From an optimization exercise on the open Yosys and OpenROAD flow, aimed at small area, a short achievable clock period and few clock cycles per item; shortcuts taken in it are not production practice. In this exercise RTL edits were held to simulation tests only and were not proved equivalent to the original.

==> inputs of run X <==
// compass_heading_hard_iron_cal
module compass_heading_hard_iron_cal (
  input  logic               clk,
  input  logic               rst,
  input  logic               sample_valid,
  output logic               sample_ready,
  input  logic [1:0]         action,
  input  logic signed [15:0] mag_x,
  input  logic signed [15:0] mag_y,
  input  logic signed [15:0] mag_z,
  output logic               result_valid,
  input  logic               result_ready,
  output logic [8:0]         heading_deg,
  output logic signed [15:0] offset_x,
  output logic signed [15:0] offset_y,
  output logic signed [15:0] offset_z
);
clock: 9.0 ns
lec_check: 0
cap_margin: 20
core_margin: 2
core_utilization: 65
cts_cluster_diameter: 80
cts_cluster_size: 30
setup_slack_margin: 5
slew_margin: 20
run.sh (not shown) runs the stock make flow with config.mk's settings and CLKGATE_MAP_FILE= SYNTH_SCRIPT=/design/flow/synth_recipe.tcl, a recipe that flattens the netlist after the stock synthesis.
==> run H (differences from run X) <==
--- a/flow/design.v
+++ b/flow/design.v
@@ -56,11 +56,10 @@
   logic [16:0] s0_x0;
   logic signed [16:0] s0_y0;
   logic [0:0] s0_g1;
   logic [0:0] s0_g2;
   logic [0:0] s0_zr0;
-  logic [0:0] s0_cal;
   logic [0:0] s1_r0_neg;
   logic [0:0] s1_r0_p;
   logic signed [42:0] s1_r0_xf;
   logic signed [42:0] s1_r0_yf;
   logic signed [42:0] s1_r0_ys;
@@ -434,14 +433,13 @@
   logic [24:0] s16_a;
   logic [8:0] s16_ah;
   logic [8:0] s16_code;
   assign s0_x0 = mag_y[15] ? -{1'b1, mag_y} : {1'b0, mag_y};
   assign s0_y0 = mag_y[15] ? {mag_x[15], mag_x} : -{mag_x[15], mag_x};
-  assign s0_g2 = (action != 2'd0) ? (action == 2'd2) : (mag_y == 16'd0);
-  assign s0_g1 = (action != 2'd0) ? (action == 2'd1) : ((mag_y == 16'd0) ? mag_x[15] : !mag_y[15]);
-  assign s0_zr0 = (action != 2'd0) || (mag_y == 16'd0) || (mag_x == 16'd0);
-  assign s0_cal = (action != 2'd0);
+  assign s0_g2 = (mag_y == 16'd0);
+  assign s0_g1 = s0_g2 ? mag_x[15] : !mag_y[15];
+  assign s0_zr0 = s0_g2 || (mag_x == 16'd0);
   assign s1_r0_neg = p1_Y[16];
   assign s1_r0_p = !p1_zf && !s1_r0_neg;
   assign s1_r0_xf = {2'd0, p1_X, 24'd0};
   assign s1_r0_yf = {{2{p1_Y[16]}}, p1_Y, 24'd0};
   assign s1_r0_ys = s1_r0_yf >>> 0;
@@ -812,49 +810,56 @@
   assign s16_e = p16_p15 ? 25'd230 : ((p16_zf && !p16_zfa) ? 25'd115 : 25'd0);
   assign s16_sa = p16_ra ^ p16_rb ^ s16_e;
   assign s16_sb = {((p16_ra & p16_rb) | (p16_ra & s16_e) | (p16_rb & s16_e)), 1'b0};
   assign s16_a = s16_sa + s16_sb;
   assign s16_ah = s16_a[24:16];
-  assign s16_code = p16_cal ? (s16_ah[8] ? 9'd201 : (s16_ah[1] ? 9'd200 : 9'd0)) : s16_ah;
+  always_comb begin
+    case (p16_tag)
+      2'd0:    s16_code = s16_ah;
+      2'd1:    s16_code = 9'd200;
+      2'd3:    s16_code = 9'd201;
+      default: s16_code = 9'd0;
+    endcase
+  end
   logic [0:0] p1_v;
-  logic [0:0] p1_cal;
+  logic [1:0] p1_tag;
   logic [16:0] p1_X;
   logic signed [16:0] p1_Y;
   logic [0:0] p1_g1;
   logic [0:0] p1_g2;
   logic [0:0] p1_zf;
   logic [0:0] p2_v;
-  logic [0:0] p2_cal;
+  logic [1:0] p2_tag;
   logic [16:0] p2_X;
   logic signed [15:0] p2_Y;
   logic [0:0] p2_g1;
   logic [0:0] p2_g2;
   logic [0:0] p2_zf;
   logic [0:0] p2_p0;
   logic [0:0] p3_v;
-  logic [0:0] p3_cal;
+  logic [1:0] p3_tag;
   logic [17:0] p3_X;
   logic signed [16:0] p3_Y;
   logic [0:0] p3_g1;
   logic [0:0] p3_g2;
   logic [0:0] p3_zf;
   logic [0:0] p3_p0;
   logic [0:0] p3_p1;
   logic [0:0] p3_zi;
   logic [0:0] p4_v;
-  logic [0:0] p4_cal;
+  logic [1:0] p4_tag;
   logic [19:0] p4_X;
   logic signed [17:0] p4_Y;
   logic [0:0] p4_g1;
   logic [0:0] p4_g2;
   logic [0:0] p4_zf;
   logic [0:0] p4_p0;
   logic [0:0] p4_p1;
   logic [0:0] p4_p2;
   logic [1:0] p4_zi;
   logic [0:0] p5_v;
-  logic [0:0] p5_cal;
+  logic [1:0] p5_tag;
   logic [22:0] p5_X;
   logic signed [19:0] p5_Y;
   logic [0:0] p5_g1;
   logic [0:0] p5_g2;
   logic [0:0] p5_zf;
@@ -862,11 +867,11 @@
   logic [0:0] p5_p1;
   logic [0:0] p5_p2;
   logic [0:0] p5_p3;
   logic [1:0] p5_zi;
   logic [0:0] p6_v;
-  logic [0:0] p6_cal;
+  logic [1:0] p6_tag;
   logic [26:0] p6_X;
   logic signed [23:0] p6_Y;
   logic [0:0] p6_g1;
   logic [0:0] p6_g2;
   logic [0:0] p6_zf;
@@ -875,11 +880,11 @@
   logic [0:0] p6_p2;
   logic [0:0] p6_p3;
   logic [0:0] p6_p4;
   logic [2:0] p6_zi;
   logic [0:0] p7_v;
-  logic [0:0] p7_cal;
+  logic [1:0] p7_tag;
   logic [31:0] p7_X;
   logic signed [27:0] p7_Y;
   logic [0:0] p7_g1;
   logic [0:0] p7_g2;
   logic [0:0] p7_zf;
@@ -889,11 +894,11 @@
   logic [0:0] p7_p3;
   logic [0:0] p7_p4;
   logic [0:0] p7_p5;
   logic [2:0] p7_zi;
   logic [0:0] p8_v;
-  logic [0:0] p8_cal;
+  logic [1:0] p8_tag;
   logic [37:0] p8_X;
   logic signed [32:0] p8_Y;
   logic [0:0] p8_g1;
   logic [0:0] p8_g2;
   logic [0:0] p8_zf;
@@ -904,11 +909,11 @@
   logic [0:0] p8_p4;
   logic [0:0] p8_p5;
   logic [0:0] p8_p6;
   logic [2:0] p8_zi;
   logic [0:0] p9_v;
-  logic [0:0] p9_cal;
+  logic [1:0] p9_tag;
   logic [40:0] p9_X;
   logic signed [34:0] p9_Y;
   logic [0:0] p9_g1;
   logic [0:0] p9_g2;
   logic [0:0] p9_zf;
@@ -920,11 +925,11 @@
   logic [0:0] p9_p5;
   logic [0:0] p9_p6;
   logic [0:0] p9_p7;
   logic [2:0] p9_zi;
   logic [0:0] p10_v;
-  logic [0:0] p10_cal;
+  logic [1:0] p10_tag;
   logic [40:0] p10_X;
   logic signed [33:0] p10_Y;
   logic [0:0] p10_g1;
   logic [0:0] p10_g2;
   logic [0:0] p10_zf;
@@ -937,11 +942,11 @@
   logic [0:0] p10_p6;
   logic [0:0] p10_p7;
   logic [0:0] p10_p8;
   logic [2:0] p10_zi;
   logic [0:0] p11_v;
-  logic [0:0] p11_cal;
+  logic [1:0] p11_tag;
   logic [40:0] p11_X;
   logic signed [32:0] p11_Y;
   logic [0:0] p11_g1;
   logic [0:0] p11_g2;
   logic [0:0] p11_zf;
@@ -955,11 +960,11 @@
   logic [0:0] p11_p7;
   logic [0:0] p11_p8;
   logic [0:0] p11_p9;
   logic [2:0] p11_zi;
   logic [0:0] p12_v;
-  logic [0:0] p12_cal;
+  logic [1:0] p12_tag;
   logic [40:0] p12_X;
   logic signed [31:0] p12_Y;
   logic [0:0] p12_g1;
   logic [0:0] p12_g2;
   logic [0:0] p12_zf;
@@ -974,11 +979,11 @@
   logic [0:0] p12_p8;
   logic [0:0] p12_p9;
   logic [0:0] p12_p10;
   logic [3:0] p12_zi;
   logic [0:0] p13_v;
-  logic [0:0] p13_cal;
+  logic [1:0] p13_tag;
   logic [40:0] p13_X;
   logic signed [30:0] p13_Y;
   logic [0:0] p13_g1;
   logic [0:0] p13_g2;
   logic [0:0] p13_zf;
@@ -994,11 +999,11 @@
   logic [0:0] p13_p9;
   logic [0:0] p13_p10;
   logic [0:0] p13_p11;
   logic [3:0] p13_zi;
   logic [0:0] p14_v;
-  logic [0:0] p14_cal;
+  logic [1:0] p14_tag;
   logic [40:0] p14_X;
   logic signed [29:0] p14_Y;
   logic [0:0] p14_g1;
   logic [0:0] p14_g2;
   logic [0:0] p14_zf;
@@ -1015,11 +1020,11 @@
   logic [0:0] p14_p10;
   logic [0:0] p14_p11;
   logic [0:0] p14_p12;
   logic [3:0] p14_zi;
   logic [0:0] p15_v;
-  logic [0:0] p15_cal;
+  logic [1:0] p15_tag;
   logic [40:0] p15_X;
   logic signed [28:0] p15_Y;
   logic [0:0] p15_g1;
   logic [0:0] p15_g2;
   logic [0:0] p15_zf;
@@ -1037,58 +1042,59 @@
   logic [0:0] p15_p11;
   logic [0:0] p15_p12;
   logic [0:0] p15_p13;
   logic [3:0] p15_zi;
   logic [0:0] p16_v;
-  logic [0:0] p16_cal;
+  logic [1:0] p16_tag;
   logic [0:0] p16_zf;
   logic [0:0] p16_p15;
   logic [3:0] p16_zi;
   logic [0:0] p16_zfa;
   logic [24:0] p16_ra;
   logic [24:0] p16_rb;
   logic [0:0] p17_v;
+  logic [1:0] p17_tag;
   logic [8:0] p17_code;
   always_ff @(posedge clk) begin
     if (rst) p1_v <= 1'b0; else p1_v <= in_fire;
-    p1_cal <= s0_cal;
+    p1_tag <= action;
     p1_X <= s0_x0;
     p1_Y <= s0_y0;
     p1_g1 <= s0_g1;
     p1_g2 <= s0_g2;
     p1_zf <= s0_zr0;
     if (rst) p2_v <= 1'b0; else p2_v <= p1_v;
-    p2_cal <= p1_cal;
+    p2_tag <= p1_tag;
     p2_X <= s1_r0_xn;
     p2_Y <= s1_r0_yn;
     p2_g1 <= p1_g1;
     p2_g2 <= p1_g2;
     p2_zf <= p1_zf;
     p2_p0 <= s1_r0_p;
     if (rst) p3_v <= 1'b0; else p3_v <= p2_v;
-    p3_cal <= p2_cal;
+    p3_tag <= p2_tag;
     p3_X <= s2_r1_xn;
     p3_Y <= s2_r1_yn;
     p3_g1 <= p2_g1;
     p3_g2 <= p2_g2;
     p3_zf <= s2_r1_zf;
     p3_p0 <= p2_p0;
     p3_p1 <= s2_r1_p;
     p3_zi <= s2_r1_zi;
     if (rst) p4_v <= 1'b0; else p4_v <= p3_v;
-    p4_cal <= p3_cal;
+    p4_tag <= p3_tag;
     p4_X <= s3_r2_xn;
     p4_Y <= s3_r2_yn;
     p4_g1 <= p3_g1;
     p4_g2 <= p3_g2;
     p4_zf <= s3_r2_zf;
     p4_p0 <= p3_p0;
     p4_p1 <= p3_p1;
     p4_p2 <= s3_r2_p;
     p4_zi <= s3_r2_zi;
     if (rst) p5_v <= 1'b0; else p5_v <= p4_v;
-    p5_cal <= p4_cal;
+    p5_tag <= p4_tag;
     p5_X <= s4_r3_xn;
     p5_Y <= s4_r3_yn;
     p5_g1 <= p4_g1;
     p5_g2 <= p4_g2;
     p5_zf <= s4_r3_zf;
@@ -1096,11 +1102,11 @@
     p5_p1 <= p4_p1;
     p5_p2 <= p4_p2;
     p5_p3 <= s4_r3_p;
     p5_zi <= s4_r3_zi;
     if (rst) p6_v <= 1'b0; else p6_v <= p5_v;
-    p6_cal <= p5_cal;
+    p6_tag <= p5_tag;
     p6_X <= s5_r4_xn;
     p6_Y <= s5_r4_yn;
     p6_g1 <= p5_g1;
     p6_g2 <= p5_g2;
     p6_zf <= s5_r4_zf;
@@ -1109,11 +1115,11 @@
     p6_p2 <= p5_p2;
     p6_p3 <= p5_p3;
     p6_p4 <= s5_r4_p;
     p6_zi <= s5_r4_zi;
     if (rst) p7_v <= 1'b0; else p7_v <= p6_v;
-    p7_cal <= p6_cal;
+    p7_tag <= p6_tag;
     p7_X <= s6_r5_xn;
     p7_Y <= s6_r5_yn;
     p7_g1 <= p6_g1;
     p7_g2 <= p6_g2;
     p7_zf <= s6_r5_zf;
@@ -1123,11 +1129,11 @@
     p7_p3 <= p6_p3;
     p7_p4 <= p6_p4;
     p7_p5 <= s6_r5_p;
     p7_zi <= s6_r5_zi;
     if (rst) p8_v <= 1'b0; else p8_v <= p7_v;
-    p8_cal <= p7_cal;
+    p8_tag <= p7_tag;
     p8_X <= s7_r6_xn;
     p8_Y <= s7_r6_yn;
     p8_g1 <= p7_g1;
     p8_g2 <= p7_g2;
     p8_zf <= s7_r6_zf;
@@ -1138,11 +1144,11 @@
     p8_p4 <= p7_p4;
     p8_p5 <= p7_p5;
     p8_p6 <= s7_r6_p;
     p8_zi <= s7_r6_zi;
     if (rst) p9_v <= 1'b0; else p9_v <= p8_v;
-    p9_cal <= p8_cal;
+    p9_tag <= p8_tag;
     p9_X <= s8_r7_xn;
     p9_Y <= s8_r7_yn;
     p9_g1 <= p8_g1;
     p9_g2 <= p8_g2;
     p9_zf <= s8_r7_zf;
@@ -1154,11 +1160,11 @@
     p9_p5 <= p8_p5;
     p9_p6 <= p8_p6;
     p9_p7 <= s8_r7_p;
     p9_zi <= s8_r7_zi;
     if (rst) p10_v <= 1'b0; else p10_v <= p9_v;
-    p10_cal <= p9_cal;
+    p10_tag <= p9_tag;
     p10_X <= s9_r8_xn;
     p10_Y <= s9_r8_yn;
     p10_g1 <= p9_g1;
     p10_g2 <= p9_g2;
     p10_zf <= p9_zf;
@@ -1171,11 +1177,11 @@
     p10_p6 <= p9_p6;
     p10_p7 <= p9_p7;
     p10_p8 <= s9_r8_p;
     p10_zi <= p9_zi;
     if (rst) p11_v <= 1'b0; else p11_v <= p10_v;
-    p11_cal <= p10_cal;
+    p11_tag <= p10_tag;
     p11_X <= s10_r9_xn;
     p11_Y <= s10_r9_yn;
     p11_g1 <= p10_g1;
     p11_g2 <= p10_g2;
     p11_zf <= p10_zf;
@@ -1189,11 +1195,11 @@
     p11_p7 <= p10_p7;
     p11_p8 <= p10_p8;
     p11_p9 <= s10_r9_p;
     p11_zi <= p10_zi;
     if (rst) p12_v <= 1'b0; else p12_v <= p11_v;
-    p12_cal <= p11_cal;
+    p12_tag <= p11_tag;
     p12_X <= s11_r10_xn;
     p12_Y <= s11_r10_yn;
     p12_g1 <= p11_g1;
     p12_g2 <= p11_g2;
     p12_zf <= s11_r10_zf;
@@ -1208,11 +1214,11 @@
     p12_p8 <= p11_p8;
     p12_p9 <= p11_p9;
     p12_p10 <= s11_r10_p;
     p12_zi <= s11_r10_zi;
     if (rst) p13_v <= 1'b0; else p13_v <= p12_v;
-    p13_cal <= p12_cal;
+    p13_tag <= p12_tag;
     p13_X <= s12_r11_xn;
     p13_Y <= s12_r11_yn;
     p13_g1 <= p12_g1;
     p13_g2 <= p12_g2;
     p13_zf <= p12_zf;
@@ -1228,11 +1234,11 @@
     p13_p9 <= p12_p9;
     p13_p10 <= p12_p10;
     p13_p11 <= s12_r11_p;
     p13_zi <= p12_zi;
     if (rst) p14_v <= 1'b0; else p14_v <= p13_v;
-    p14_cal <= p13_cal;
+    p14_tag <= p13_tag;
     p14_X <= s13_r12_xn;
     p14_Y <= s13_r12_yn;
     p14_g1 <= p13_g1;
     p14_g2 <= p13_g2;
     p14_zf <= p13_zf;
@@ -1249,11 +1255,11 @@
     p14_p10 <= p13_p10;
     p14_p11 <= p13_p11;
     p14_p12 <= s13_r12_p;
     p14_zi <= p13_zi;
     if (rst) p15_v <= 1'b0; else p15_v <= p14_v;
-    p15_cal <= p14_cal;
+    p15_tag <= p14_tag;
     p15_X <= s14_r13_xn;
     p15_Y <= s14_r13_yn;
     p15_g1 <= p14_g1;
     p15_g2 <= p14_g2;
     p15_zf <= s14_r13_zf;
@@ -1271,18 +1277,19 @@
     p15_p11 <= p14_p11;
     p15_p12 <= p14_p12;
     p15_p13 <= s14_r13_p;
     p15_zi <= s14_r13_zi;
     if (rst) p16_v <= 1'b0; else p16_v <= p15_v;
-    p16_cal <= p15_cal;
+    p16_tag <= p15_tag;
     p16_zf <= s15_r15_zf;
     p16_p15 <= s15_r15_p;
     p16_zi <= s15_r15_zi;
     p16_zfa <= s15_r14_zf;
     p16_ra <= s15_ra;
     p16_rb <= s15_rb;
     if (rst) p17_v <= 1'b0; else p17_v <= p16_v;
+    p17_tag <= p16_tag;
     p17_code <= s16_code;
   end
   logic [8:0]    q_out;
   logic [8:0]    q_0;
   logic [8:0]    q_1;
==> flow/config.mk (replaced) <==
export PLATFORM = sky130hd
export DESIGN_NAME = compass_heading_hard_iron_cal
export DESIGN_NICKNAME = compass_heading_hard_iron_cal
export VERILOG_FILES = /design/flow/design.v
export SDC_FILE = /design/flow/constraint.sdc
export NUM_CORES = 4
export LEC_CHECK = 0
export CAP_MARGIN = 0
export CORE_MARGIN = 2
export CORE_UTILIZATION = 65
export CTS_CLUSTER_DIAMETER = 70
export CTS_CLUSTER_SIZE = 25
export SETUP_SLACK_MARGIN = 5
export SLEW_MARGIN = 0
==> run P (differences from run X) <==
==> flow/config.mk (replaced) <==
export PLATFORM = sky130hd
export DESIGN_NAME = compass_heading_hard_iron_cal
export DESIGN_NICKNAME = compass_heading_hard_iron_cal
export VERILOG_FILES = /design/flow/design.v
export SDC_FILE = /design/flow/constraint.sdc
export NUM_CORES = 4
export LEC_CHECK = 0
export CAP_MARGIN = 0
export CORE_MARGIN = 2
export CORE_UTILIZATION = 65
export CTS_CLUSTER_DIAMETER = 70
export CTS_CLUSTER_SIZE = 25
export SETUP_SLACK_MARGIN = 5
export SLEW_MARGIN = 0
==> summary.txt <==
metric	run H	run X	run P
Outcome	complete, no violations	complete, no violations	complete, no violations
Endpoint of the most critical register-to-register path	p16_rb[5]	pe_y[15]	p15_Y[28]
Skew-Pair Late Insertion Delay	760 ps	750 ps	760 ps
Layout filler cell count	10,698	10,486	10,343
Post-layout instance count excluding filler cells	11,508	11,415	11,455
Top routing layer in use	met4	met5	met5
Via density per instance	6.00	6.04	6.03
Area share of the largest cell type after synthesis	0.309	0.307	0.307
Multi-input logic area	55,000 um2	55,000 um2	55,100 um2
Area used by sequential logic in the layout	32,900 um2	32,500 um2	32,500 um2
Max-slew headroom at the worst pin	0.262	0.271	0.213
Mux share of post-synthesis cell area	0.0154	0.0180	0.0180
Met3 Track Usage GR	0.0321	0.0384	0.0420
End point of the critical path	p16_rb[5]	pe_y[15]	p15_Y[28]
Number of combinational gates with multiple inputs	7,306	7,268	7,268
Number of different library cells in the post-synthesis netlist	107	104	104
Maximum fanout along the worst path	8	3	26
Die area	141,000 um2	140,000 um2	140,000 um2
Testbench counts of run X, summed over its fixed seeds: cycles 7,428, items 7,200.
Testbench counts of run H, summed over its fixed seeds: cycles 7,428, items 7,200.
Testbench counts of run P, summed over its fixed seeds: cycles 7,428, items 7,200.

port drivers added, routing unchanged:
The results above use ideal ports. As a check the final layouts listed here were re-extracted and re-timed, cells and wires unchanged. Step 1 (the two cells are an assumption about what drives the block):
set clk [get_ports {clk}]
set_driving_cell -lib_cell sky130_fd_sc_hd__clkbuf_16 $clk
set_driving_cell -lib_cell sky130_fd_sc_hd__buf_2 [delete_from_list [all_inputs] $clk]
Step 2 times the ports against the registers' clock, not the clock port: input delays grow and output delays shrink by t, the midpoint of the rising clock arrivals with the driver on. a / b / c = no drivers / after step 1 / after step 2; a / b = the first two.
run	t, ns	setup WS [ns]	worst setup path after step 2	worst slew at a driven data input, ns	pins driven straight from the clock port
run X	0.810	5.074 / 5.074 / 4.362	input to register	0.07	1
run H	0.816	5.090 / 5.083 / 4.268	input to register	0.13	1
run P	0.829	5.088 / 5.088 / 4.329	input to register	0.07	1
After both steps every run listed still meets setup and hold. The setup slack of run H, which loses most, moves by -0.007 ns with the drivers and by -0.822 ns with both steps.
